What follows belongs to an exercise in optimizing a design on an open flow for small area, a short achievable clock period and few clock cycles per item; a production flow would make more cautious choices.
At most, simulation tests tie the RTL to the original design; equivalence was not proved.

==> inputs of 07-18 <==
==> flow/design.v (excerpt) <==
module aes128_iter_encrypt #(
  parameter int Nb = 128,
  parameter int UNROLL = 1
) (
  input  logic          clk,
  input  logic          reset,
  input  logic          in_valid,
  output logic          in_ready,
  input  logic [Nb-1:0] plain_text,
  input  logic [Nb-1:0] round_key,
  output logic          out_valid,
  input  logic          out_ready,
  output logic [Nb-1:0] cipher_text,
  output logic          busy
);
==> flow/config.mk <==
export PLATFORM = sky130hd
export DESIGN_NAME = aes128_iter_encrypt
export DESIGN_NICKNAME = aes128_iter_encrypt
export VERILOG_FILES = /design/flow/design.v
export SDC_FILE = /design/flow/constraint.sdc
export NUM_CORES = 4
export LEC_CHECK = 0
export CAP_MARGIN = 20
export CORE_MARGIN = 2
export CORE_UTILIZATION = 45
export CTS_BUF_LIST = sky130_fd_sc_hd__clkbuf_8
export PLACE_DENSITY = 0.6
export SETUP_SLACK_MARGIN = 5
export SLEW_MARGIN = 20
export SYNTH_HIERARCHICAL = 1
export SYNTH_MINIMUM_KEEP_SIZE = 0
==> flow/constraint.sdc <==
create_clock -name core_clock -period 9.0 [get_ports {clk}]
set_input_delay 1.8000 -clock core_clock [delete_from_list [all_inputs] [get_ports {clk}]]
set_output_delay 1.8000 -clock core_clock [all_outputs]
set_load 0.01 [all_outputs]
run.sh (not shown) runs the stock make flow with config.mk's settings and CLKGATE_MAP_FILE= SYNTH_SCRIPT=/design/flow/synth_recipe.tcl, a recipe that flattens the netlist after the stock synthesis.
==> 06-14 (differences from 07-18) <==
--- a/flow/design.v
+++ b/flow/design.v
@@ -14,31 +14,33 @@
   output logic          busy
 );
   localparam int NR = 10;
   function automatic logic [7:0] rcon(input logic [3:0] r);
     rcon = r == 4'd9 ? 8'h1b : r == 4'd10 ? 8'h36 : 8'h01 << (r - 4'd1);
   endfunction
   logic [127:0] s2_y, s2_k, s1_x, s1_k, ct_q;
   logic [79:0] s1_m;
-  logic [19:0] s1_km;
+  logic [15:0] s1_km;
   logic [3:0] s2_rnd, s1_rnd;
-  logic s2_v, s1_v, ct_v;
+  logic s2_v, s1_v, ct_v, ir_q, busy_q;
   logic s1_fin, leave, stall, accept;
+  logic s1_v_d, s2_v_d, ct_v_d;
+  logic [3:0] s1_rnd_d, s2_rnd_d;
   assign s1_fin = s1_v && s1_rnd == 4'(NR - 1);
   assign leave = s1_fin && (!ct_v || out_ready);
   assign stall = s1_fin && ct_v && !out_ready;
-  assign in_ready = !s1_v || (s1_fin && !ct_v);
+  assign in_ready = ir_q;
   assign accept = in_valid && in_ready;
   assign out_valid = ct_v;
   assign cipher_text = ct_q;
-  assign busy = s1_v || s2_v;
+  assign busy = busy_q;
   logic [127:0] a_x;
   logic [79:0] a_m;
-  logic [19:0] a_km;
+  logic [15:0] a_km;
   stage_a u_a (
     .y(s2_y), .k(s2_k), .mix(s2_rnd != 4'd0),
     .x(a_x), .m(a_m), .km(a_km));
   logic [127:0] b_y, b_k, b_ct, n_y, n_k;
   logic ins;
   stage_b u_b (
     .x(s1_x), .m(s1_m), .k(s1_k), .km(s1_km), .rc(rcon(s1_rnd + 4'd1)),
     .y(b_y), .nk(b_k), .ct(b_ct));
@@ -50,42 +52,56 @@
       s1_m <= a_m;
       s1_k <= s2_k;
       s1_km <= a_km;
       s2_y <= n_y;
       s2_k <= n_k;
     end
     if (leave) ct_q <= b_ct;
   end
+  always_comb begin
+    s1_v_d = s1_v;
+    s1_rnd_d = s1_rnd;
+    s2_v_d = s2_v;
+    s2_rnd_d = s2_rnd;
+    if (!stall) begin
+      s1_v_d = s2_v;
+      s1_rnd_d = s2_rnd;
+      s2_v_d = (s1_v && !s1_fin) || accept;
+      s2_rnd_d = s1_v && !s1_fin ? s1_rnd + 4'd1 : 4'd0;
+    end
+    ct_v_d = leave || (ct_v && !out_ready);
+  end
   always_ff @(posedge clk or negedge reset) begin
     if (!reset) begin
       s1_v <= 1'b0;
       s2_v <= 1'b0;
       ct_v <= 1'b0;
       s1_rnd <= '0;
       s2_rnd <= '0;
+      ir_q <= 1'b1;
+      busy_q <= 1'b0;
     end else begin
-      if (!stall) begin
-        s1_v <= s2_v;
-        s1_rnd <= s2_rnd;
-        s2_v <= (s1_v && !s1_fin) || accept;
-        s2_rnd <= s1_v && !s1_fin ? s1_rnd + 4'd1 : 4'd0;
-      end
-      if (leave) ct_v <= 1'b1;
-      else if (out_ready) ct_v <= 1'b0;
+      s1_v <= s1_v_d;
+      s1_rnd <= s1_rnd_d;
+      s2_v <= s2_v_d;
+      s2_rnd <= s2_rnd_d;
+      ct_v <= ct_v_d;
+      ir_q <= !s1_v_d || (s1_rnd_d == 4'(NR - 1) && !ct_v_d);
+      busy_q <= s1_v_d || s2_v_d;
     end
   end
 endmodule
 module stage_a (
   input  logic [127:0] y,
   input  logic [127:0] k,
   input  logic         mix,
   output logic [127:0] x,
   output logic [79:0]  m,
-  output logic [19:0]  km
+  output logic [15:0]  km
 );
   logic [127:0] g, s;
   logic [31:0] kx;
   xv #(128) u_g (.a(y), .b(k), .y(g));
   for (genvar c = 0; c < 4; c++) begin : g_mc
     logic [7:0] d [4];
     logic [7:0] e [4];
     logic [7:0] f [4];
@@ -110,36 +126,36 @@
     end
   end
   for (genvar i = 0; i < 16; i++) begin : g_sb
     assign x[127-8*i -: 8] = s[127-8*((i+4*(i%4))%16) -: 8];
     aes_sbox_a u_sa (.x(x[127-8*i -: 8]), .m(m[79-5*i -: 5]));
   end
   assign kx = {k[23:0], k[31:24]};
   for (genvar i = 0; i < 4; i++) begin : g_kb
-    aes_sbox_an u_ka (.x(kx[31-8*i -: 8]), .m(km[19-5*i -: 5]));
+    aes_sbox_akn u_ka (.x(kx[31-8*i -: 8]), .m(km[15-4*i -: 4]));
   end
 endmodule
 module stage_b (
   input  logic [127:0] x,
   input  logic [79:0]  m,
   input  logic [127:0] k,
-  input  logic [19:0]  km,
+  input  logic [15:0]  km,
   input  logic [7:0]   rc,
   output logic [127:0] y,
   output logic [127:0] nk,
   output logic [127:0] ct
 );
   logic [31:0] sk, kx, p0, p1, p2, p3;
   for (genvar i = 0; i < 16; i++) begin : g_sb
     aes_sbox_b u_sb (.x(x[127-8*i -: 8]), .m(m[79-5*i -: 5]), .y(y[127-8*i -: 8]));
   end
   assign kx = {k[23:0], k[31:24]};
   for (genvar i = 0; i < 4; i++) begin : g_kb
-    aes_sbox_bn u_kb (.x(kx[31-8*i -: 8]), .m(km[19-5*i -: 5]), .y(sk[31-8*i -: 8]));
+    aes_sbox_bkn u_kb (.x(kx[31-8*i -: 8]), .m(km[15-4*i -: 4]), .y(sk[31-8*i -: 8]));
   end
   xv #(8) u_p0 (.a(k[127:120]), .b(rc), .y(p0[31:24]));
   assign p0[23:0] = k[119:96];
   xv #(32) u_p1 (.a(p0), .b(k[95:64]), .y(p1));
   xv #(32) u_p2 (.a(p1), .b(k[63:32]), .y(p2));
   xv #(32) u_p3 (.a(p2), .b(k[31:0]), .y(p3));
   xnv #(32) u_nk0 (.a(p0), .b(sk), .y(nk[127:96]));
   xv #(32) u_nk1 (.a(p1), .b(sk), .y(nk[95:64]));
@@ -346,22 +362,22 @@
   xn g_s1 (.a(L16), .b(L26), .y(y[6]));
   xn g_s2 (.a(L19), .b(L28), .y(y[5]));
   xr g_s3 (.a(L6), .b(L21), .y(y[4]));
   xr g_s4 (.a(L20), .b(L22), .y(y[3]));
   xr g_s5 (.a(L25), .b(L29), .y(y[2]));
   xn g_s6 (.a(L13), .b(L27), .y(y[1]));
   xn g_s7 (.a(L6), .b(L23), .y(y[0]));
 endmodule
-module aes_sbox_an (
+module aes_sbox_akn (
   input  logic [7:0] x,
-  output logic [4:0] m
+  output logic [3:0] m
 );
   logic U0, U1, U2, U3, U4, U5, U6, U7;
-  logic T1, T2, T3, T4, T5, T6, T7, T8, T9, T10, T11, T12, T13, T14, T15, T16, T17, T18, T19, T20, T21, T22, T23, T24, T26, T27, M1, M2, M3, M4, M5, M6, M7, M8, M9, M10, M11, M12, M13, M14, M15, M16, M17, M18;
+  logic T1, T2, T3, T4, T5, T6, T7, T8, T9, T10, T11, T12, T13, T14, T15, T16, T17, T18, T19, T20, T21, T22, T23, T24, T25, T26, T27, M1, M2, M3, M4, M5, M6, M7, M8, M9, M10, M11, M12, M13, M14, M15, M16, M17, M18, M19;
   assign {U0, U1, U2, U3, U4, U5, U6, U7} = x;
   xr g_t1 (.a(U0), .b(U3), .y(T1));
   xr g_t2 (.a(U0), .b(U5), .y(T2));
   xr g_t3 (.a(U0), .b(U6), .y(T3));
   xr g_t4 (.a(U3), .b(U5), .y(T4));
   xr g_t5 (.a(U4), .b(U6), .y(T5));
   xr g_t6 (.a(T1), .b(T5), .y(T6));
   xr g_t7 (.a(U1), .b(U2), .y(T7));
@@ -377,17 +393,17 @@
   xr g_t17 (.a(T9), .b(T16), .y(T17));
   xr g_t18 (.a(U3), .b(U7), .y(T18));
   xn g_t19 (.a(T7), .b(T18), .y(T19));
   xn g_t20 (.a(T1), .b(T19), .y(T20));
   xr g_t21 (.a(U6), .b(U7), .y(T21));
   xr g_t22 (.a(T7), .b(T21), .y(T22));
   xr g_t23 (.a(T2), .b(T22), .y(T23));
   xr g_t24 (.a(T2), .b(T10), .y(T24));
-  xr g_t25 (.a(T20), .b(T17), .y(m[0]));
+  xr g_t25 (.a(T20), .b(T17), .y(T25));
   xr g_t26 (.a(T3), .b(T16), .y(T26));
   xr g_t27 (.a(T1), .b(T12), .y(T27));
   nd g_m1 (.a(T13), .b(T6), .y(M1));
   nd g_m2 (.a(T23), .b(T8), .y(M2));
   xn g_m3 (.a(T14), .b(M1), .y(M3));
   nr g_m4 (.a(T19), .b(U7), .y(M4));
   xn g_m5 (.a(M4), .b(M1), .y(M5));
   nd g_m6 (.a(T3), .b(T16), .y(M6));
@@ -398,31 +414,32 @@
   nd g_m11 (.a(T1), .b(T15), .y(M11));
   nd g_m12 (.a(T4), .b(T27), .y(M12));
   xr g_m13 (.a(M12), .b(M11), .y(M13));
   nd g_m14 (.a(T2), .b(T10), .y(M14));
   xr g_m15 (.a(M14), .b(M11), .y(M15));
   xn g_m16 (.a(M3), .b(M2), .y(M16));
   xr g_m17 (.a(M5), .b(T24), .y(M17));
   xn g_m18 (.a(M8), .b(M7), .y(M18));
-  xr g_m19 (.a(M10), .b(M15), .y(m[4]));
+  xr g_m19 (.a(M10), .b(M15), .y(M19));
   xr g_m20 (.a(M16), .b(M13), .y(m[3]));
   xr g_m21 (.a(M17), .b(M15), .y(m[2]));
   xr g_m22 (.a(M18), .b(M13), .y(m[1]));
+  xr g_m23 (.a(M19), .b(T25), .y(m[0]));
 endmodule
-module aes_sbox_bn (
+module aes_sbox_bkn (
   input  logic [7:0] x,
-  input  logic [4:0] m,
+  input  logic [3:0] m,
   output logic [7:0] y
 );
   logic U0, U1, U2, U3, U4, U5, U6, U7;
-  logic M19, M20, M21, M22, T25;
-  logic T1, T2, T3, T4, T5, T6, T7, T8, T9, T10, T11, T12, T13, T15, T16, T17, T18, T19, T20, T21, T22, T23, T27, M23, M24, M25, M26, M27, M28, M29, M30, M31, M32, M33, M34, M35, M36, M37, M38, M39, M40, M41, M42, M43, M44, M45, M46, M47, M48, M49, M50, M51, M52, M53, M54, M55, M56, M57, M58, M59, M60, M61, M62, M63, L0, L1, L2, L3, L4, L5, L6, L7, L8, L9, L10, L11, L12, L13, L14, L15, L16, L17, L18, L19, L20, L21, L22, L23, L24, L25, L26, L27, L28, L29;
+  logic M20, M21, M22, M23;
+  logic T1, T2, T3, T4, T5, T6, T7, T8, T9, T10, T11, T12, T13, T15, T16, T17, T18, T19, T20, T21, T22, T23, T27, M24, M25, M26, M27, M28, M29, M30, M31, M32, M33, M34, M35, M36, M37, M38, M39, M40, M41, M42, M43, M44, M45, M46, M47, M48, M49, M50, M51, M52, M53, M54, M55, M56, M57, M58, M59, M60, M61, M62, M63, L0, L1, L2, L3, L4, L5, L6, L7, L8, L9, L10, L11, L12, L13, L14, L15, L16, L17, L18, L19, L20, L21, L22, L23, L24, L25, L26, L27, L28, L29;
   assign {U0, U1, U2, U3, U4, U5, U6, U7} = x;
-  assign {M19, M20, M21, M22, T25} = m;
+  assign {M20, M21, M22, M23} = m;
   xr g_t1 (.a(U0), .b(U3), .y(T1));
   xr g_t2 (.a(U0), .b(U5), .y(T2));
   xr g_t3 (.a(U0), .b(U6), .y(T3));
   xr g_t4 (.a(U3), .b(U5), .y(T4));
   xr g_t5 (.a(U4), .b(U6), .y(T5));
   xr g_t6 (.a(T1), .b(T5), .y(T6));
   xr g_t7 (.a(U1), .b(U2), .y(T7));
   xn g_t8 (.a(U7), .b(T6), .y(T8));
@@ -436,17 +453,16 @@
   xr g_t17 (.a(T9), .b(T16), .y(T17));
   xr g_t18 (.a(U3), .b(U7), .y(T18));
   xn g_t19 (.a(T7), .b(T18), .y(T19));
   xn g_t20 (.a(T1), .b(T19), .y(T20));
   xr g_t21 (.a(U6), .b(U7), .y(T21));
   xr g_t22 (.a(T7), .b(T21), .y(T22));
   xr g_t23 (.a(T2), .b(T22), .y(T23));
   xr g_t27 (.a(T1), .b(T12), .y(T27));
-  xr g_m23 (.a(M19), .b(T25), .y(M23));
   xn g_m24 (.a(M22), .b(M23), .y(M24));
   nd g_m25 (.a(M22), .b(M20), .y(M25));
   xr g_m26 (.a(M21), .b(M25), .y(M26));
   xn g_m27 (.a(M20), .b(M21), .y(M27));
   xr g_m28 (.a(M23), .b(M25), .y(M28));
   nr g_m29 (.a(M28), .b(M27), .y(M29));
   nr g_m30 (.a(M26), .b(M24), .y(M30));
   nd g_m31 (.a(M20), .b(M23), .y(M31));
==> flow/flow/run.sh (new file) <==
#!/bin/bash
# The standard layout (standard.sh, which passes its arguments to ORFS's make), with
# these ORFS settings added or overridden on make's command line:
#   BUFFER_PORTS_ARGS=-buffer_cell sky130_fd_sc_hd__buf_1
#   SETUP_SLACK_MARGIN=5.6
# make's output goes to make.log; each ORFS step writes its own log under orfs/logs.
set -euo pipefail
bash standard.sh BUFFER_PORTS_ARGS=-buffer_cell\ sky130_fd_sc_hd__buf_1 SETUP_SLACK_MARGIN=5.6 finish > make.log 2>&1
==> flow/standard.sh (new file) <==
#!/bin/bash
# synth_recipe.tcl (not shown) runs the flow's synth.tcl, then flattens the netlist and writes it again
# the make line also repeats each setting of config.mk as NAME=value (left out here)
make -C /OpenROAD-flow-scripts/flow DESIGN_CONFIG=/design/flow/config.mk WORK_HOME=/design/flow/orfs CLKGATE_MAP_FILE= SYNTH_SCRIPT=/design/flow/synth_recipe.tcl "${@:-finish}"
removed: flow/run.sh
==> summary.md <==
| Metric | Value |
|---|---|
| Multiplexer area fraction after synthesis | `4.52%` |
| Final worst path period share | `40.0%` |
| Drt first pass iters | `7` |
| Final WS setup | `5.40 ns` |
| Fillcell total | `8,904` |
| Status | `timing/DRC/antenna clean` |
| Initial antenna violation count | `1` |
| Syn avg cell area | `about 11 um^2` |
| Synth top area cells | `xor2_1, edfxtp_1, xnor2_1` |
| Final cell count without fillers | `8,202` |
Source of the figures above: 06-14

==> summary.md <==
| Metric | Value |
|---|---|
| Status | `timing/DRC/antenna clean` |
| Fillcell total | `11,130` |
| Final worst path period share | `43.6%` |
| Syn avg cell area | `11.1 um^2` |
| Drt first pass iters | `5` |
| Multiplexer area fraction after synthesis | `about 4.6%` |
| Initial antenna violation count | `2` |
| Final WS setup | `5.08 ns` |
| Synth top area cells | `xor2_1, edfxtp_1, xnor2_1` |
Source of the figures above: 07-18

Testbench counts of 07-18, summed over its fixed seeds: cycles 8,040, items 800.
Function not checked in 06-14: the RTL went through the layout flow alone.

## port drivers added, routing unchanged
The results above use ideal ports. As a check the final layouts listed here were re-extracted and re-timed, cells and wires unchanged.
Step 1, drivers: a clkbuf_16 drives clk and a buf_2 each remaining input, both assumed.
Step 2, shift: input delay + t, output delay - t, t = (earliest + latest rising clock arrival at the registers) / 2. This alone moves slack from input paths to output paths.
Slacks: ideal ports / drivers / drivers and shift; pairs: ideal ports / drivers.
run	t (ns)	setup slack, ns	hold WS [ns]	worst setup path after step 2	slew at the worst register clock pin (ns)
07-18	0.946	5.075 / 5.039 / 4.501	0.464 / 0.464 / 0.464	input to register	0.07 / 0.07
06-14	0.948	5.396 / 5.396 / 4.716	0.461 / 0.461 / 0.461	input to register	0.07 / 0.07
After both steps setup and hold are still met in every run listed. The setup slack of 06-14, which loses most, moves by 0.000 ns with the drivers and by -0.680 ns with both steps.
